Source: an optimization exercise on an open RTL-to-GDS flow (aim: small area, a short achievable clock period and few clock cycles per item). Production flows keep margins and buffers that such runs may drop.
Function was checked by simulation only, so behaviour that the tests miss may differ from the original.
No activity file was given, so power comes from the tool's default toggle rates.

==> flow/design.v <==
package npc_pkg;
  localparam int unsigned TableLen = 22;
  localparam int unsigned MaskW    = 22;
  localparam int unsigned IdxW     = 5;
  localparam int unsigned ChanW    = 8;
  localparam int unsigned DistW    = 10;   
  localparam logic [TableLen*ChanW-1:0] PalR = {
    8'd255, 8'd165, 8'd144, 8'd143, 8'd135, 8'd186, 8'd128, 8'd128,
    8'd64, 8'd34, 8'd146, 8'd0, 8'd191, 8'd0, 8'd0, 8'd102,
    8'd187, 8'd0, 8'd0, 8'd255, 8'd255, 8'd0
  };
  localparam logic [TableLen*ChanW-1:0] PalG = {
    8'd255, 8'd42, 8'd238, 8'd21, 8'd206, 8'd184, 8'd0, 8'd0,
    8'd224, 8'd139, 8'd211, 8'd255, 8'd255, 8'd128, 8'd0, 8'd102,
    8'd0, 8'd0, 8'd255, 8'd0, 8'd255, 8'd0
  };
  localparam logic [TableLen*ChanW-1:0] PalB = {
    8'd0, 8'd42, 8'd144, 8'd0, 8'd235, 8'd108, 8'd128, 8'd0,
    8'd208, 8'd34, 8'd202, 8'd255, 8'd0, 8'd128, 8'd128, 8'd102,
    8'd0, 8'd255, 8'd0, 8'd0, 8'd255, 8'd0
  };
  localparam int unsigned CandW = 1 + DistW + IdxW;
  localparam logic [CandW-1:0] NoCand = '0;
endpackage
import npc_pkg::*;
module nearest_palette_color_unit #(
  parameter int unsigned PALETTE_SIZE = 22
) (
  input  logic                      clk_i,
  input  logic                      rst_ni,
  input  logic                      cfg_we_i,
  input  logic [npc_pkg::MaskW-1:0] cfg_wdata_i,
  input  logic                      pixel_valid_i,
  output logic                      pixel_ready_o,
  input  logic [31:0]               pixel_word_i,
  output logic                      result_valid_o,
  input  logic                      result_ready_i,
  output logic [npc_pkg::IdxW-1:0]  color_index_o,
  output logic                      none_enabled_o
);
  localparam int unsigned NumLanes = (PALETTE_SIZE < TableLen) ? PALETTE_SIZE : TableLen;
  localparam int unsigned N1 = (NumLanes + 3) / 4;
  localparam int unsigned N2 = (N1 + 3) / 4;
  logic [MaskW-1:0] enable_mask_q;
  always_ff @(posedge clk_i or negedge rst_ni) begin
    if (!rst_ni) begin
      enable_mask_q <= '1;
    end else if (cfg_we_i) begin
      enable_mask_q <= cfg_wdata_i;
    end
  end
  logic v1_q, v2_q, v3_q, vo_q;
  logic adv1, adv2, adv3, advo;
  assign advo = !vo_q || result_ready_i;
  assign adv3 = !v3_q || advo;
  assign adv2 = !v2_q || adv3;
  assign adv1 = !v1_q || adv2;
  assign pixel_ready_o = adv1;
  always_ff @(posedge clk_i or negedge rst_ni) begin
    if (!rst_ni) begin
      v1_q <= 1'b0;
      v2_q <= 1'b0;
      v3_q <= 1'b0;
      vo_q <= 1'b0;
    end else begin
      if (adv1) v1_q <= pixel_valid_i;
      if (adv2) v2_q <= v1_q;
      if (adv3) v3_q <= v2_q;
      if (advo) vo_q <= v3_q;
    end
  end
  function automatic logic [ChanW-1:0] abs_diff(input logic [ChanW-1:0] a,
                                                input logic [ChanW-1:0] b);
    abs_diff = (a > b) ? (a - b) : (b - a);
  endfunction
  function automatic logic [CandW-1:0] pick(input logic [CandW-1:0] a,
                                            input logic [CandW-1:0] b);
    if (a[CandW-1] && (!b[CandW-1] || (a[IdxW +: DistW] <= b[IdxW +: DistW]))) begin
      pick = a;
    end else begin
      pick = b;
    end
  endfunction
  function automatic logic [CandW-1:0] pick4(input logic [CandW-1:0] a,
                                             input logic [CandW-1:0] b,
                                             input logic [CandW-1:0] c,
                                             input logic [CandW-1:0] d);
    pick4 = pick(pick(a, b), pick(c, d));
  endfunction
  logic [NumLanes*CandW-1:0] s1_d;
  logic [NumLanes*CandW-1:0] s1_q;
  always_comb begin : p_dist
    logic [ChanW-1:0] red, green, blue;
    logic [CandW-1:0] c;
    red   = pixel_word_i[7:0];
    green = pixel_word_i[15:8];
    blue  = pixel_word_i[23:16];
    s1_d  = '0;
    for (int i = 0; i < NumLanes; i++) begin
      c[CandW-1]        = enable_mask_q[i];
      c[IdxW-1:0]       = IdxW'(i);
      c[IdxW +: DistW]  = DistW'(abs_diff(red, PalR[i*ChanW +: ChanW]))
                        + DistW'(abs_diff(green, PalG[i*ChanW +: ChanW]))
                        + DistW'(abs_diff(blue, PalB[i*ChanW +: ChanW]));
      s1_d[i*CandW +: CandW] = c;
    end
  end
  always_ff @(posedge clk_i) begin
    if (adv1) s1_q <= s1_d;
  end
  logic [N1*CandW-1:0] s2_d;
  logic [N1*CandW-1:0] s2_q;
  always_comb begin : p_red1
    logic [CandW-1:0] q0, q1, q2, q3;
    s2_d = '0;
    for (int g = 0; g < N1; g++) begin
      q0 = (g * 4 + 0 < NumLanes) ? s1_q[(g * 4 + 0)*CandW +: CandW] : NoCand;
      q1 = (g * 4 + 1 < NumLanes) ? s1_q[(g * 4 + 1)*CandW +: CandW] : NoCand;
      q2 = (g * 4 + 2 < NumLanes) ? s1_q[(g * 4 + 2)*CandW +: CandW] : NoCand;
      q3 = (g * 4 + 3 < NumLanes) ? s1_q[(g * 4 + 3)*CandW +: CandW] : NoCand;
      s2_d[g*CandW +: CandW] = pick4(q0, q1, q2, q3);
    end
  end
  always_ff @(posedge clk_i) begin
    if (adv2) s2_q <= s2_d;
  end
  logic [N2*CandW-1:0] s3_d;
  logic [N2*CandW-1:0] s3_q;
  always_comb begin : p_red2
    logic [CandW-1:0] q0, q1, q2, q3;
    s3_d = '0;
    for (int g = 0; g < N2; g++) begin
      q0 = (g * 4 + 0 < N1) ? s2_q[(g * 4 + 0)*CandW +: CandW] : NoCand;
      q1 = (g * 4 + 1 < N1) ? s2_q[(g * 4 + 1)*CandW +: CandW] : NoCand;
      q2 = (g * 4 + 2 < N1) ? s2_q[(g * 4 + 2)*CandW +: CandW] : NoCand;
      q3 = (g * 4 + 3 < N1) ? s2_q[(g * 4 + 3)*CandW +: CandW] : NoCand;
      s3_d[g*CandW +: CandW] = pick4(q0, q1, q2, q3);
    end
  end
  always_ff @(posedge clk_i) begin
    if (adv3) s3_q <= s3_d;
  end
  logic [CandW-1:0] fin;
  logic [IdxW-1:0] color_index_q;
  logic            none_enabled_q;
  always_comb begin : p_red3
    logic [CandW-1:0] q0, q1, q2, q3;
    q0 = (0 < N2) ? s3_q[0*CandW +: CandW] : NoCand;
    q1 = (1 < N2) ? s3_q[1*CandW +: CandW] : NoCand;
    q2 = (2 < N2) ? s3_q[2*CandW +: CandW] : NoCand;
    q3 = (3 < N2) ? s3_q[3*CandW +: CandW] : NoCand;
    fin = pick4(q0, q1, q2, q3);
  end
  always_ff @(posedge clk_i) begin
    if (advo) begin
      color_index_q  <= fin[CandW-1] ? fin[IdxW-1:0] : '0;
      none_enabled_q <= !fin[CandW-1];
    end
  end
  assign result_valid_o = vo_q;
  assign color_index_o  = color_index_q;
  assign none_enabled_o = none_enabled_q;
endmodule
==> flow/run.sh <==
#!/bin/bash
# synth_recipe.tcl (not shown) runs the flow's synth.tcl, then flattens the netlist and writes it again
# the make line also repeats each setting of config.mk as NAME=value (left out here)
make -C /OpenROAD-flow-scripts/flow DESIGN_CONFIG=/design/flow/config.mk WORK_HOME=/design/flow/orfs CLKGATE_MAP_FILE= SYNTH_SCRIPT=/design/flow/synth_recipe.tcl finish
==> flow/config.mk <==
export PLATFORM = sky130hd
export DESIGN_NAME = nearest_palette_color_unit
export DESIGN_NICKNAME = nearest_palette_color_unit
export VERILOG_FILES = /design/flow/design.v
export SDC_FILE = /design/flow/constraint.sdc
export NUM_CORES = 4
export LEC_CHECK = 0
export CAP_MARGIN = 20
export CORE_MARGIN = 2
export CORE_UTILIZATION = 40
export SLEW_MARGIN = 20
==> flow/constraint.sdc <==
create_clock -name core_clock -period 5.5 [get_ports {clk_i}]
set_input_delay 1.1000 -clock core_clock [delete_from_list [all_inputs] [get_ports {clk_i}]]
set_output_delay 1.1000 -clock core_clock [all_outputs]
set_load 0.01 [all_outputs]
==> results.txt <==
-- sequential cells by signal, indices dropped and copies added (netlist names) --
| register | cells |
|---|---|
| s1_q | 227 |
| s2_q | 78 |
| s3_q | 30 |
| enable_mask_q | 22 |
| color_index_q | 5 |
| none_enabled_q | 1 |
| v1_q | 1 |
| v2_q | 1 |
| v3_q | 1 |
| vo_q | 1 |
-- final cells by class --
| type | count | area (µm²) | area share (%) |
|---|---|---|---|
| clock buffers | 62 | 1230 | 2.93 |
| clock inverters | 20 | 185 | 0.441 |
| inverters | 485 | 1820 | 4.33 |
| multi-input cells | 2706 | 22400 | 53.3 |
| flip-flops and latches | 367 | 10900 | 26.0 |
| well taps | 1165 | 1460 | 3.47 |
| repair buffers | 513 | 4020 | 9.57 |
-- logic make-up after synthesis --
kind of cell / share of synthesized area (%)
simple gates: 10.4
mux: 8.34
fa+ha+maj: 23.0
xor+xnor: 7.17
compound gates: 13.7
buf+inv: 6.68
flops: 30.6
-- final timing paths --
check | start | endpoint | slack, ns | depth (start not counted)
max | pixel_word_i[16] | s1_q[94] | 0.37 | 18
min | v1_q | v2_q | 0.47 | 1
max reg2reg | s1_q[309] | s2_q[75] | 0.61 | 15
min reg2reg | v1_q | v2_q | 0.47 | 1
max in group asynchronous | rst_ni | vo_q | 4.42 | 1
min in group asynchronous | rst_ni | v3_q | 0.61 | 1
-- worst max-delay path, delay by kind of cell --
kind                     cells  cell delay, ns
AND/OR/NAND/NOR              3            0.58
adder cells (fa/ha/maj)      4            1.28
AO/OA/AOI/OAI                5            0.83
multiplexers                 1            0.32
buffers and inverters        5            1.41
-- per-layer routing --
layer,track usage (%),wire [µm],vias to the layer above
li1,-,-,13800
met1,34.4,51500,13700
met2,41.4,53300,869
met3,2.89,6730,246
met4,12.7,6660,0
met5,0,0,-
-- cell usage in the layout (no fill, tap or decap), types with 26 or more instances in the layout --
| master | count |
|---|---|
| inv_1 | 473 |
| ha_1 | 458 |
| buf_4 | 452 |
| edfxtp_1 | 341 |
| xnor2_1 | 266 |
| mux2i_1 | 251 |
| nor2_1 | 242 |
| a21oi_1 | 220 |
| nand2_1 | 220 |
| o21ai_0 | 153 |
| fa_1 | 124 |
| a21o_1 | 73 |
| nor2b_1 | 64 |
| nor3_1 | 57 |
| clkdlybuf4s50_1 | 56 |
| a21boi_0 | 51 |
| clkbuf_16 | 46 |
| nand2b_1 | 45 |
| mux2_2 | 41 |
| nand4_1 | 39 |
| nand3_1 | 34 |
| o21a_1 | 32 |
| a211oi_1 | 27 |
| xor2_1 | 26 |
-- stage by stage --
stage | util [%] | cells
2_1_floorplan | - | 3681
3_3_place_gp | 45.9 | 5236
3_5_place_dp | 46.0 | 5236
4_1_cts | 47.6 | 5318
5_1_grt | 47.6 | 5318
6_report | 47.6 | 5318
-- power by group --
group | leakage, nW | switching (W) | internal [W]
clock | 0.692 | 0.00118 | 0.00167
combinational | 14.9 | 0.00714 | 0.00562
sequential | 3.82 | 0.000746 | 0.00490
==> results.txt <==
* no timing/DRC/antenna violations — result of the run
* 0 — global-route congestion overflow total
* 27600 — via count of the first global-routing pass
* 40.3% — effective utilization at floorplan
* 35700 µm² — Synth Cell Area
* 5.53 ns — Critical Path AT
* 118000 µm — final wirelength
* 8428 — fill cell instance count of the final layout
* 4 — largest fanout of any net on the critical path
* inv_1 — Most common cell on crit path
* 303 µm — floorplan die width
* edfxtp_1 — library cell occupying the most area in the post-synthesis netlist
* 0 — post-detailed-route DRC marker count
* 0 — number of post-CTS setup repair buffers
* 7.08% — Synth async-reset ratio
* 3681 — synthesized instance count
* input pin to flip-flop — critical path class
* 0.06 ns — Clock transition at path regs
* clkdlybuf4s50_1 -> inv_1 -> ha_1 -> nand3_1 -> or3_1 -> mux2_2 -> inv_1 -> fa_1 -> inv_1 -> ha_1 -> inv_1 -> fa_1 -> nor2b_1 -> o21ai_0 -> a21boi_0 -> o21a_1 -> o21ai_0 -> a21oi_1 — cells along the critical path
* 88400 µm² — Floorplan Core Area
* 67 — number of I/O pins
* clkbuf_16 — clock root buffer
* 1.02 ns — pin slew with the least headroom to its limit
* 1.03 — placer congestion estimate
* clkdlybuf4s50_1 — Critical-path top delay cell
* 0.58 ns — later-pin clock latency in the skew report
* 5.38 — mean number of vias per cell
* 341 — Post-synth EDFFs
* 17.9% — Layout Area Growth over Synthesis
* 91500 µm² — Total Die Area
* inv_1 (473), ha_1 (458), edfxtp_1 (341) — top cells by instance count after synthesis
* 0.0212 W — total power after layout
* 92 — number of different library cells in the post-synthesis netlist
* 0 — final setup violating endpoints
* 0.0209 ns — Worst Skew
* 0.474 ns — worst hold margin
* 25.7% — GRT Util Overall
* 30.6% — sequential fraction of the synthesis area
* 2039 — number of DRC markers after the initial detailed-route iteration
* 42000 µm² — post-route cell area
* 195 MHz — highest achievable clock rate
* 367 — Sinks on Clock Net
* 0.53 ns — biggest cell delay along the critical path
* flip-flop to flip-flop — worst hold-check path type
* 31.8% — worst max-slew margin expressed relative to the limit
* 1 — number of warnings reported in the yosys synthesis log
* 80 — pin count of the biggest net entering global routing
* 0 — hold-fix buffer count after cts
* 4758 — layout net count
* 173000 µm — first-pass GRT wire length
* 5.90 ns — Required @ worst endpoint
* 367 — register bit count reported by yosys
* edfxtp_1 (29%), ha_1 (16%), mux2i_1 (7.0%), fa_1 (7.0%), xnor2_1 (6.5%) — Area contributors post-synth
* -0.144 ns — worst setup timing slack at the placement stage
* 58 — Buffers on Ports
* 0 — number of nets with antenna violations after detailed routing
* 1 — antenna violations before repair
* 28600 — vias after detailed routing
* 7 — detailed-routing iteration count for the pre-antenna-repair pass
* 505 nW/µm² — power density over the cells
* inv_1 — dominant cell by count in the synthesized netlist
* no — RSZ-0062 raised after global routing
* 0 — total count of hold-check failures in the final report
* input pin — launching element type of the critical path
* 0 ns — Total Neg Setup Slack
* flip-flop — element type at the critical path end
* 9.69 µm² — mean post-synth cell area
* 109 — site row count
* 5.13 ns — clock period minus worst slack
* 3 — Bufs on Longest Clock Path
* 0 — post-cts sizing count
* 28.7% — fraction of post-synthesis cell area in the top cell type by area
* 19.4 nW — total leakage power
* 4322 — number of nets produced by synthesis
* done — clock tree from TritonCTS
* edfxtp_1 — Main synth FF type
* 44 — number of clock buffers inserted by TritonCTS
* 0 — pins over their slew limit
* 0 — antenna cells
* 2 — H-tree depth
* 0.000276 V — Worst VDD drop
* 303 µm — vertical extent of the die
* 0 — number of max-capacitance violations reported
* 97700 µm — post-DP HPWL
* 93.3% — final worst path period share
* 22.2 µm — WL/cell
* 0.370 ns — post-route setup slack
* 40600 µm² — cell area after placement
* 15.6% — share of cells above drive strength 1
Testbench counts, summed over its fixed seeds: cycles 16,032, items 16,000.

[static timing again, ports no longer ideal]
In the flow no input, the clock included, has a driving cell. The finished layout below was timed again as built, in two steps. Step 1 assumes that a clkbuf_16 drives the clock port and a buf_2 every other input. Step 2 times the ports against the registers' clock, not the clock port: input delays grow and output delays shrink by t, the midpoint of the rising clock arrivals with the driver on. Slacks: no drivers / after step 1 / after step 2; pairs: no drivers / after step 1.
t, ns: 0.647
setup slack, ns: 0.370 / 0.423 / -0.223
worst hold slack (ns): 0.474 / 0.474 / 0.474
worst register clock-pin slew, ns: 0.06 / 0.06
worst data-port slew with drivers (ns): 0.04
Met with ideal ports but missed after step 2: setup timing in this run. For this run, drivers alone change the setup slack by +0.053 ns; drivers and shift together by -0.593 ns.
